From an optimization exercise on the open Yosys and OpenROAD flow, aimed at small area and a short achievable clock period; shortcuts taken in it are not production practice. In this exercise RTL edits were held to simulation tests only and were not proved equivalent to the original. Power and IR drop assume default switching activity.

==> flow/design.v <==
package pr_pkg;
  typedef enum logic [1:0] {
    IDLE  = 2'd0,
    RUN   = 2'd1,
    DRAIN = 2'd2,
    DONE  = 2'd3
  } feeder_state_e;
  localparam int DDR_LINE_BYTES = 64;
  localparam int BEATS_PER_READ = 2;
  localparam int ICAP_W         = 32;
  localparam int DDR_BEAT_W     = 256;
  localparam int WORDS_PER_BEAT = DDR_BEAT_W / ICAP_W;
  function automatic logic [ICAP_W-1:0] bit_rev_bytes(input logic [ICAP_W-1:0] w);
    for (int b = 0; b < ICAP_W / 8; b++) begin
      for (int i = 0; i < 8; i++) begin
        bit_rev_bytes[8*b+i] = w[8*b+7-i];
      end
    end
  endfunction
endpackage
module icap_bitstream_feeder #(
  parameter int FIFO_DEPTH = 8,
  parameter int NUM_W      = 21,
  parameter int BIT_SWAP   = 1
) (
  input  logic                  clk,
  input  logic                  rst,
  input  logic                  i_start,
  input  logic [NUM_W-1:0]      i_num_reads,
  input  logic                  i_abort,
  output logic                  o_ddr_rd,
  input  logic [pr_pkg::DDR_BEAT_W-1:0] i_ddr_data,
  input  logic                  i_ddr_rd_data_valid,
  input  logic                  i_ddr_rd_done,
  output logic                  o_config_buff_full,
  input  logic                  i_icap_hold,
  output logic                  o_icap_csib,
  output logic                  o_icap_rdwrb,
  output logic [pr_pkg::ICAP_W-1:0]     o_icap_data,
  output logic                  o_busy,
  output logic                  o_done,
  output logic                  o_err_ovf,
  output logic [1:0]            o_dbg_state
);
  localparam int NROW  = FIFO_DEPTH + 1;
  localparam int NWORD = pr_pkg::WORDS_PER_BEAT;
  localparam int W     = pr_pkg::ICAP_W;
  localparam int BW    = pr_pkg::DDR_BEAT_W;
  logic [FIFO_DEPTH-1:0] occ_q, occ_d;
  logic [1:0]            state_q, state_d;
  logic [NUM_W-1:0]      rem_q, rem_d;
  logic                  err_ovf_q, err_ovf_d;
  logic [NROW-1:0]       head_q, head_d;
  logic [NROW-1:0]       wr_q, wr_d;
  logic                  ser_vld_q, ser_vld_d;
  logic [NWORD-1:0]      idx_q, idx_d;
  logic [NROW-1:0]       rd_row_q, rd_row_d;
  logic [NWORD-1:0]      rd_idx_d;
  localparam int RGRP  = 3;
  localparam int NGRP  = (NROW + RGRP - 1) / RGRP;
  logic [NGRP-1:0][NWORD-1:0] rd_sel_q, rd_sel_d;
  logic [W-1:0]          word_q, word_d;
  logic [NROW-1:0]       we_q, we_d, keep_q;
  logic [BW-1:0]         mem_q [NROW];
  logic                  vld_o_d;
  logic                  run_q, busy_q, done_q, bfull_q, vld_o_q;
  logic                  nbusy_q;
  logic [1:0]            nstate_q;
  logic [1:0]            st;
  logic                  rem1_q, rem1_d;
  logic [NUM_W-1:0]      rem_dec;
  logic run, drain, busy;
  logic flush, push_req, do_push, fifo_empty, fifo_full;
  logic consume, last_word, ser_load, head_free;
  logic [W-1:0] raw_word;
  assign st         = ~nstate_q;
  assign run        = (st == 2'd1);
  assign drain      = (st == 2'd2);
  assign busy       = ~nbusy_q;
  assign flush      = i_abort;
  assign fifo_empty = ~occ_q[0];
  assign fifo_full  = occ_q[FIFO_DEPTH-1];
  assign push_req   = i_ddr_rd_data_valid & busy & ~i_abort;
  assign do_push    = push_req & ~fifo_full;
  assign consume    = ser_vld_q & ~i_icap_hold;
  assign last_word  = idx_q[NWORD-1];
  assign head_free  = consume & last_word;
  assign ser_load   = ~fifo_empty & (~ser_vld_q | head_free) & ~flush;
  always_comb begin
    for (int i = 0; i < NUM_W; i++)
      rem_dec[i] = rem_q[i] ^ ~|(rem_q & NUM_W'((64'd1 << i) - 1));
  end
  always_comb begin
    state_d   = st;
    rem_d     = rem_q;
    err_ovf_d = err_ovf_q;
    rem1_d    = rem1_q;
    case (st)
      2'd0: begin
        if (i_start) begin
          err_ovf_d = 1'b0;
          rem_d     = i_num_reads;
          rem1_d    = (i_num_reads == NUM_W'(1));
          state_d   = (i_num_reads != '0) ? 2'd1 : 2'd3;
        end
      end
      2'd1: begin
        if (i_ddr_rd_done) begin
          rem_d  = rem_dec;
          rem1_d = (rem_q == NUM_W'(2));
          if (rem1_q) state_d = 2'd2;
        end
      end
      2'd2: begin
        if (fifo_empty && !ser_vld_q && !push_req) state_d = 2'd3;
      end
      default: state_d = 2'd0;
    endcase
    if (push_req && fifo_full) err_ovf_d = 1'b1;
    if (i_abort) state_d = 2'd0;
  end
  always_comb begin
    occ_d     = occ_q;
    ser_vld_d = ser_vld_q;
    idx_d     = idx_q;
    head_d    = head_q;
    wr_d      = wr_q;
    if (do_push) wr_d = {wr_q[NROW-2:0], wr_q[NROW-1]};
    if (head_free) head_d = {head_q[NROW-2:0], head_q[NROW-1]};
    case ({do_push, ser_load})
      2'b10:   occ_d = {occ_q[FIFO_DEPTH-2:0], 1'b1};
      2'b01:   occ_d = {1'b0, occ_q[FIFO_DEPTH-1:1]};
      default: occ_d = occ_q;
    endcase
    if (ser_load) begin
      ser_vld_d = 1'b1;
      idx_d     = NWORD'(1);
    end else if (consume) begin
      idx_d = {idx_q[NWORD-2:0], idx_q[NWORD-1]};
      if (last_word) ser_vld_d = 1'b0;
    end
    if (flush) begin
      occ_d     = '0;
      ser_vld_d = 1'b0;
      idx_d     = NWORD'(1);
      head_d    = NROW'(1);
      wr_d      = NROW'(1);
    end
  end
  logic [NROW-1:0]  head_rot, head_go, wr_sel, blk_hold, blk_go;
  logic             vld_go;
  logic             hold_all;
  logic [NROW-1:0]  rd_row_adv;
  logic [NGRP-1:0][NWORD-1:0] rd_sel_adv, rd_sel_init;
  assign head_rot = {head_q[NROW-2:0], head_q[NROW-1]};
  assign vld_go   = (~fifo_empty & (~ser_vld_q | last_word)) | (ser_vld_q & ~last_word);
  assign head_go  = (ser_vld_q & last_word) ? head_rot : head_q;
  assign hold_all = ser_vld_q & i_icap_hold;
  assign vld_o_d  = ~flush & (i_icap_hold ? (ser_vld_q | ~fifo_empty) : vld_go);
  always_comb begin
    if (!ser_vld_q) begin
      rd_row_adv = head_q;
      rd_idx_d   = fifo_empty ? NWORD'(1) : NWORD'(2);
    end else if (!last_word) begin
      rd_row_adv = idx_q[NWORD-2] ? head_rot : head_q;
      rd_idx_d   = {idx_q[NWORD-3:0], idx_q[NWORD-1:NWORD-2]};
    end else begin
      rd_row_adv = head_rot;
      rd_idx_d   = fifo_empty ? NWORD'(1) : NWORD'(2);
    end
    for (int g = 0; g < NGRP; g++) begin
      rd_sel_adv[g]  = '0;
      rd_sel_init[g] = (g == 0) ? NWORD'(1) : '0;
      for (int i = 0; i < RGRP; i++)
        if (g*RGRP + i < NROW && rd_row_adv[g*RGRP + i]) rd_sel_adv[g] = rd_idx_d;
    end
  end
  assign rd_row_d = flush ? NROW'(1) : hold_all ? rd_row_q : rd_row_adv;
  assign rd_sel_d = flush ? rd_sel_init : hold_all ? rd_sel_q : rd_sel_adv;
  always_ff @(posedge clk or posedge rst) begin
    if (rst) begin
      state_q   <= 2'd0;
      err_ovf_q <= 1'b0;
      head_q    <= NROW'(1);
      wr_q      <= NROW'(1);
      occ_q     <= '0;
      ser_vld_q <= 1'b0;
      idx_q     <= NWORD'(1);
      run_q     <= 1'b0;
      busy_q    <= 1'b0;
      done_q    <= 1'b0;
      bfull_q   <= 1'b0;
      vld_o_q   <= 1'b0;
      nbusy_q   <= 1'b1;
      nstate_q  <= 2'b11;
    end else begin
      state_q   <= state_d;
      err_ovf_q <= err_ovf_d;
      head_q    <= head_d;
      wr_q      <= wr_d;
      occ_q     <= occ_d;
      ser_vld_q <= ser_vld_d;
      idx_q     <= idx_d;
      run_q     <= (state_d == 2'd1);
      busy_q    <= (state_d == 2'd1) | (state_d == 2'd2);
      done_q    <= (state_d == 2'd3);
      bfull_q   <= occ_d[FIFO_DEPTH-2];
      vld_o_q   <= vld_o_d;
      nbusy_q   <= ~((state_d == 2'd1) | (state_d == 2'd2));
      nstate_q  <= ~state_d;
    end
  end
  always_ff @(posedge clk) begin
    rem_q    <= rem_d;
    rem1_q   <= rem1_d;
    rd_row_q <= rd_row_d;
    rd_sel_q <= rd_sel_d;
  end
  assign wr_sel   = (i_ddr_rd_data_valid & busy & ~fifo_full) ? {wr_q[NROW-2:0], wr_q[NROW-1]} : wr_q;
  assign blk_hold = head_q & {NROW{ser_vld_q | ~fifo_empty}};
  assign blk_go   = head_go & {NROW{vld_go}};
  assign we_d     = flush ? NROW'(1) : wr_sel & ~(i_icap_hold ? blk_hold : blk_go);
  always_ff @(posedge clk) begin
    we_q   <= we_d;
    keep_q <= ~we_d;
  end
  for (genvar r = 0; r < NROW; r++) begin : g_row
    always_ff @(posedge clk) begin
      mem_q[r] <= (i_ddr_data & {BW{we_q[r]}}) | (mem_q[r] & {BW{keep_q[r]}});
    end
  end
  logic [NROW-1:0][W-1:0] row_word;
  for (genvar r = 0; r < NROW; r++) begin : g_rd
    always_comb begin
      row_word[r] = '0;
      for (int k = 0; k < NWORD; k++)
        row_word[r] = row_word[r] | ({W{rd_sel_q[r/RGRP][k]}} & mem_q[r][W*k +: W]);
    end
  end
  always_comb begin
    raw_word = '0;
    for (int r = 0; r < NROW; r++) raw_word = raw_word | ({W{rd_row_q[r]}} & row_word[r]);
  end
  logic word_keep, word_load;
  assign word_keep = vld_o_q & i_icap_hold;
  assign word_load = ~ser_vld_q | ~i_icap_hold;
  assign word_d = (raw_word & {W{word_load}}) | (word_q & {W{word_keep}});
  always_ff @(posedge clk) begin
    word_q <= word_d;
  end
  assign o_icap_data        = (BIT_SWAP != 0) ? pr_pkg::bit_rev_bytes(word_q) : word_q;
  assign o_icap_csib        = ~(vld_o_q & ~i_icap_hold);
  assign o_icap_rdwrb       = 1'b0;
  assign o_ddr_rd           = run_q;
  assign o_config_buff_full = bfull_q;
  assign o_busy             = busy_q;
  assign o_done             = done_q;
  assign o_err_ovf          = err_ovf_q;
  assign o_dbg_state        = state_q;
endmodule
==> flow/flow/run.sh <==
#!/bin/bash
# The standard ORFS layout, with three changes:
#  - synthesis is the standard one except that abc maps the logic with an
#    area-oriented script (flow/abc_area_nf.script); flip-flops are untouched;
#  - ports are buffered with the smallest buffer (repair upsizes where timing needs it)
#    instead of the delay buffer buffer_ports picks on its own;
#  - the clock tree uses larger sink clusters of clkbuf_16 leaves and no dummy loads.
set -euo pipefail
here=$(pwd)
export BUFFER_PORTS_ARGS="-buffer_cell sky130_fd_sc_hd__buf_1"
export CTS_ARGS="-sink_clustering_enable -repair_clock_nets -sink_clustering_size 30 -sink_clustering_max_diameter 65 -buf_list {sky130_fd_sc_hd__clkbuf_8 sky130_fd_sc_hd__clkbuf_16} -dont_use_dummy_load"
export FLOW_ABC_SCRIPT=$here/flow/abc_area_nf.script
bash standard.sh SYNTH_SCRIPT=$here/flow/synth_abc.tcl synth > synth.log 2>&1
grep -q "abc with" orfs/logs/*/icap_bitstream_feeder/base/1_2_yosys.log
bash standard.sh floorplan > floorplan.log 2>&1
bash standard.sh place > place.log 2>&1
bash standard.sh cts > cts.log 2>&1
bash standard.sh finish > finish.log 2>&1
==> flow/flow/abc_area_nf.script <==
&get -n
&st
&dch
&nf -a
&put
topo
stime -c
buffer -c
upsize -c
dnsize -c
==> flow/flow/synth_abc.tcl <==
# synth_recipe.tcl (the standard synthesis) with one change: abc maps with
# flow/abc_area_nf.script instead of the ABC speed script. Everything else,
# flip-flop mapping included, is the standard synthesis.
proc synth {args} { yosys synth -nofsm -noshare {*}$args }
proc abc {args} {
  set i [lsearch -exact $args -script]
  if {$i >= 0} {
    set args [lreplace $args [expr {$i+1}] [expr {$i+1}] $::env(FLOW_ABC_SCRIPT)]
  }
  puts "abc with $::env(FLOW_ABC_SCRIPT): $args"
  yosys abc {*}$args
}
source $::env(SCRIPTS_DIR)/synth.tcl
# left out here: clear keep_hierarchy, flatten, clean up, hide names made inside functions, write 1_2_yosys.v
==> flow/standard.sh <==
#!/bin/bash
# synth_recipe.tcl (not shown) runs the flow's synth.tcl, then flattens the netlist and writes it again
# the make line also repeats each setting of config.mk as NAME=value (left out here)
make -C /OpenROAD-flow-scripts/flow DESIGN_CONFIG=/design/flow/config.mk WORK_HOME=/design/flow/orfs CLKGATE_MAP_FILE= SYNTH_SCRIPT=/design/flow/synth_recipe.tcl "${@:-finish}"
==> flow/config.mk <==
export PLATFORM = sky130hd
export DESIGN_NAME = icap_bitstream_feeder
export DESIGN_NICKNAME = icap_bitstream_feeder
export VERILOG_FILES = /design/flow/design.v
export SDC_FILE = /design/flow/constraint.sdc
export NUM_CORES = 4
export LEC_CHECK = 0
export CAP_MARGIN = 20
export CORE_MARGIN = 2
export CORE_UTILIZATION = 50
export PLACE_DENSITY = 0.62
export SETUP_SLACK_MARGIN = 1.65
export SLEW_MARGIN = 20
==> flow/constraint.sdc <==
create_clock -name core_clock -period 3.8 [get_ports {clk}]
set_input_delay 0.7600 -clock core_clock [delete_from_list [all_inputs] [get_ports {clk}]]
set_output_delay 0.7600 -clock core_clock [all_outputs]
set_load 0.01 [all_outputs]
==> impl_results.rst <==
.. list-table::
   :header-rows: 1

   * - Metric
     - Value
   * - Clock transition at path regs
     - 0.10 ns
   * - Maximum level of the CTS H-tree
     - 4
   * - Actual slew at the worst max-slew pin
     - 1.272 ns
   * - Flip-flop and latch count after synthesis
     - 2454
   * - Num CTS Buffers
     - 141
   * - Required time reported for the critical path endpoint
     - 4.37 ns
   * - Fin crit share
     - 0.6718
   * - Max_slew headroom
     - 0.1517
   * - Top Ports
     - 325
   * - Die span in y
     - 421.9 µm
   * - Class of the most critical setup path
     - reg2reg
   * - Fin Setup TNS
     - 0 ns
   * - Wirelength per Cell
     - 39.17 µm
   * - Overall die width
     - 421.9 µm
   * - Primary FF master, synth
     - sky130_fd_sc_hd__dfxtp_1
   * - Critical path's slowest cell
     - sky130_fd_sc_hd__edfxtp_1
   * - Avg Vias per Cell
     - 7.636
   * - Number of max-cap violations
     - 0
   * - Power density normalized to cell area
     - 517.4 nW/µm²
   * - Final Hold Viols
     - 0
   * - Placeable core region
     - 173600 µm²
   * - Router iterations before antenna repair
     - 10
   * - Dpl ws
     - 0.9682 ns
   * - Final hold slack
     - 0.1531 ns
   * - Remaining Overflow, GRT
     - 0
   * - IR Drop Worst-Case VDD
     - 437.6 µV
   * - Hold buffer count at CTS
     - 0
   * - Number of setup violations in the final report
     - 0
   * - Net count after synthesis
     - 7988
   * - Count of input and output buffers
     - 323
   * - Worst r2r path cells
     - 15
   * - Number of global-route vias before repair
     - 67340
   * - CP Data Arrival Time
     - 3.13 ns
   * - Maximum number of pins on one net before global-route repair
     - 124
   * - Area of the die
     - 178000 µm²
   * - Count of flip-flops with a built-in enable after synthesis
     - 22
   * - Area delta synth->final
     - 11.10%
   * - Combined global-route utilization of all metal layers
     - 0.4089
   * - Standby leakage power
     - 37.31 nW
   * - Vias
     - 74810
   * - Final number of max-transition violations
     - 0
   * - DRC violations left
     - 0
   * - Clock Tree Buf Depth
     - 3
   * - Total number of placement rows
     - 153
   * - Setup crit end kind
     - flip-flop
   * - Synthesized area
     - 87340 µm²
   * - Wire length of the first global-routing pass
     - 531.3 mm
   * - Average instance area after synthesis
     - 11.35 µm²
   * - CP Max Fanout
     - 2
   * - Number of antenna-violating nets in the routed design
     - 0
   * - Routed wire length
     - 383.8 mm
   * - Final min period
     - 2.553 ns
   * - Drt initial violations
     - 13820
   * - Clock tree root driver cell
     - sky130_fd_sc_hd__clkbuf_16
   * - Most common cell on crit path
     - sky130_fd_sc_hd__buf_4
   * - Post-route setup slack
     - 1.247 ns
   * - Number of nets in the final layout
     - 7693
   * - Worst setup SP type
     - flip-flop
   * - Source-to-sink clock delay at the later pin of the worst-skew pair
     - 0.85 ns
   * - Outcome
     - timing/DRC/antenna clean
   * - Maximum clock frequency
     - 0.3917 GHz
   * - Detailed-placement wirelength estimate
     - 204.1 mm
   * - Sink Count
     - 2454
   * - Share of synthesized registers carrying an async set or reset
     - 0.01834
   * - Worst min-delay path class
     - in2async
   * - Crit-path max cell delay
     - 0.39 ns
   * - Number of instances in the synthesized netlist
     - 7694
   * - Initial core utilization
     - 0.5030
   * - Final worst clock skew
     - 0.07104 ns
   * - Share of layout cells above drive strength 1
     - 0.08814
   * - Filler-free cell count of the finished design
     - 9796
   * - Number of warning messages in the yosys log
     - 2
   * - RD Place Congestion
     - 0.9999
   * - Sequential share of the synthesized area
     - 0.5677
   * - Number of antenna violations at the first check in global routing
     - 140
   * - Unrepaired setup endpoints after global routing
     - true
   * - Count of cell types in the netlist
     - 54
   * - Number of instances in the placed design
     - 9388
   * - CP cell instances
     - inv_2, buf_4, buf_4, buf_4, buf_4, buf_4, buf_4, buf_4, buf_4, buf_4, buf_4, ha_1, nor4b_2, nand4_1, o22ai_1
   * - TritonCTS clock tree
     - yes
where the power goes:
part / total (mW) / internal (mW) / switching [mW]
clock network: 15.1 / 6.61 / 8.49
registers: 30.5 / 28.7 / 1.78
logic: 4.64 / 2.52 / 2.12
total: 50.2 / 37.8 / 12.4
through the flow:
step | total power, mW | util | area [µm²]
6_report | 50.20 | 0.5588 | 97030
4_1_cts | 49.94 | 0.5546 | 96290
3_5_place_dp | 35.28 | 0.5153 | 89460
3_3_place_gp | 35.12 | 0.5153 | 89460
2_1_floorplan | 33.84 | - | 87450
5_1_grt | 51.65 | 0.5583 | 96940
cell families after synthesis:
group,synth area share
and+or+nand+nor,0.03676
DFF,0.5677
buffers and inverters,0.04809
AOI/OAI and AO/OA,0.3433
adders and majority gates,0.001433
other,0.00004294
muxes,0.001733
xor gates and xnor gates,0.0009025
critical path, delay by kind of cell (launching register included):
kind	cells	cell delay, ns
compound gates	1	0.10
fa+ha+maj	1	0.23
buf+inv	11	1.28
flops	1	0.39
simple gates	2	0.30
synth_stat cells (all sizes together), types with 5 or more instances:
cell | n | area (µm²)
nand4 | 39 | 244.0
nand3 | 289 | 1446
o21ai | 62 | 310.3
ha | 10 | 125.1
edfxtp | 22 | 660.6
inv | 25 | 93.84
and2 | 5 | 31.28
a22oi | 214 | 1607
xnor2 | 5 | 43.79
a22o | 2459 | 21540
nor3b | 8 | 60.06
nor2 | 49 | 183.9
dfxtp | 2387 | 47790
clkbuf | 724 | 2718
nor3 | 8 | 51.30
nor4 | 8 | 65.06
nand3b | 11 | 82.58
a31oi | 5 | 31.28
dfrtp | 39 | 975.9
nand2 | 215 | 807.0
nor2b | 5 | 31.28
mux2i | 14 | 140.1
dfstp | 6 | 157.7
a21oi | 37 | 185.2
a221oi | 117 | 1025
a222oi | 519 | 5195
buf | 369 | 1389
or3 | 6 | 40.03
cell type report:
class | instances | area [µm²]
Fill cell | 14470 | 76600
Timing Repair Buffer | 655 | 6644
Multi-Input combinational cell | 4122 | 33830
Clock buffer | 141 | 3528
Tap cell | 2325 | 2909
Inverter | 25 | 93.84
Antenna cell | 74 | 185.2
Sequential cell | 2454 | 49840
worst paths after layout:
check	slack, ns	endpoint	startpoint
worst max-delay path	1.25	rem1_q	rem_q[0]
worst min-delay path	0.15	idx_q[5]	rst
worst max register to register	1.25	rem1_q	rem_q[0]
worst min register to register	0.47	mem_q[5][172]	mem_q[5][172]
max in group asynchronous	3.03	occ_q[6]	rst
min in group core_clock	0.31	rem_q[2]	i_num_reads[2]
placed cells by master (no fill, tap or decap), types with 5 or more instances in the layout:
cell type                   Yosys  routed
sky130_fd_sc_hd__nand2_1      215     213
sky130_fd_sc_hd__xnor2_1        5       5
sky130_fd_sc_hd__buf_2          0       9
sky130_fd_sc_hd__buf_12         0     105
sky130_fd_sc_hd__clkbuf_16      0     149
sky130_fd_sc_hd__dfxtp_2        0      13
sky130_fd_sc_hd__a31oi_1        5       5
sky130_fd_sc_hd__nor4_1         7       7
sky130_fd_sc_hd__a22o_1      2459    2459
sky130_fd_sc_hd__ha_1          10       6
sky130_fd_sc_hd__nand3_1      289     286
sky130_fd_sc_hd__nor3b_1        8       7
sky130_fd_sc_hd__nand3b_1      11      11
sky130_fd_sc_hd__dfrtp_1       39      39
sky130_fd_sc_hd__nor2_1        49      46
sky130_fd_sc_hd__diode_2        0      74
sky130_fd_sc_hd__a221oi_2       0      17
sky130_fd_sc_hd__dfxtp_4        0      66
sky130_fd_sc_hd__mux2i_1       14      14
sky130_fd_sc_hd__buf_4          1     141
sky130_fd_sc_hd__buf_8          0      10
sky130_fd_sc_hd__buf_16         0      57
sky130_fd_sc_hd__o21ai_0       62      57
sky130_fd_sc_hd__buf_6          0      32
sky130_fd_sc_hd__dfstp_2        6       6
sky130_fd_sc_hd__nand4_1       39      39
sky130_fd_sc_hd__edfxtp_1      22      22
sky130_fd_sc_hd__a21oi_1       37      36
sky130_fd_sc_hd__a221oi_1     117     100
sky130_fd_sc_hd__inv_1         25      22
sky130_fd_sc_hd__a22oi_1      214     213
sky130_fd_sc_hd__buf_1        368     290
sky130_fd_sc_hd__dfxtp_1     2387    2308
sky130_fd_sc_hd__a222oi_1     519     519
layer usage:
layer | GRT usage | part of all wire | vias up
li1 | - | - | 30110
met1 | 0.5503 | 0.38 | 37370
met2 | 0.5461 | 0.39 | 6043
met3 | 0.1663 | 0.16 | 1166
met4 | 0.2355 | 0.063 | 114
met5 | 0.007258 | 0.0022 | -
sequential cells by signal, indices dropped and copies added, names as in the netlist:
name and flops:
state_q 2, nbusy_q 1, rem_q 21, busy_q 1, we_q 9, err_ovf_q 1, vld_o_q 1, rem1_q 1
head_q 9, rd_sel_q 24, ser_vld_q 1, done_q 1, run_q 1, idx_q 8, occ_q 8, keep_q 9
mem_q 2304, word_q 32, nstate_q 2, wr_q 9, rd_row_q 9
repair_timing:
item / CTS / global route
gates resized for setup: 218 / 40
pin swaps: 135 / 85
setup endpoints to repair: 84 / 83
gates cloned: 29 / 7
setup buffers: 136 / 21

==> port drivers added, routing unchanged <==
In the flow no input, the clock included, has a driving cell. The finished layout below was timed again as built, in two steps. Step 1: set_driving_cell puts a clkbuf_16 on clk and a buf_2 on each other input, an assumption about the parent block. Step 2 also shifts input and output timing later by t, the mid clock arrival at the registers, as if the neighbouring blocks saw the same clock. Slacks: ideal / step 1 / step 2; pairs: ideal / step 1.
t, ns: 0.907
slack for setup (ns): 1.247 / 1.247 / 1.138
hold WS [ns]: 0.153 / 0.096 / 0.473
slew at the worst register clock pin (ns): 0.12 / 0.12
worst data-port slew with drivers (ns): 0.36
After both steps setup and hold are still met in this run. For this run, drivers alone change the setup slack by 0.000 ns; drivers and shift together by -0.109 ns.
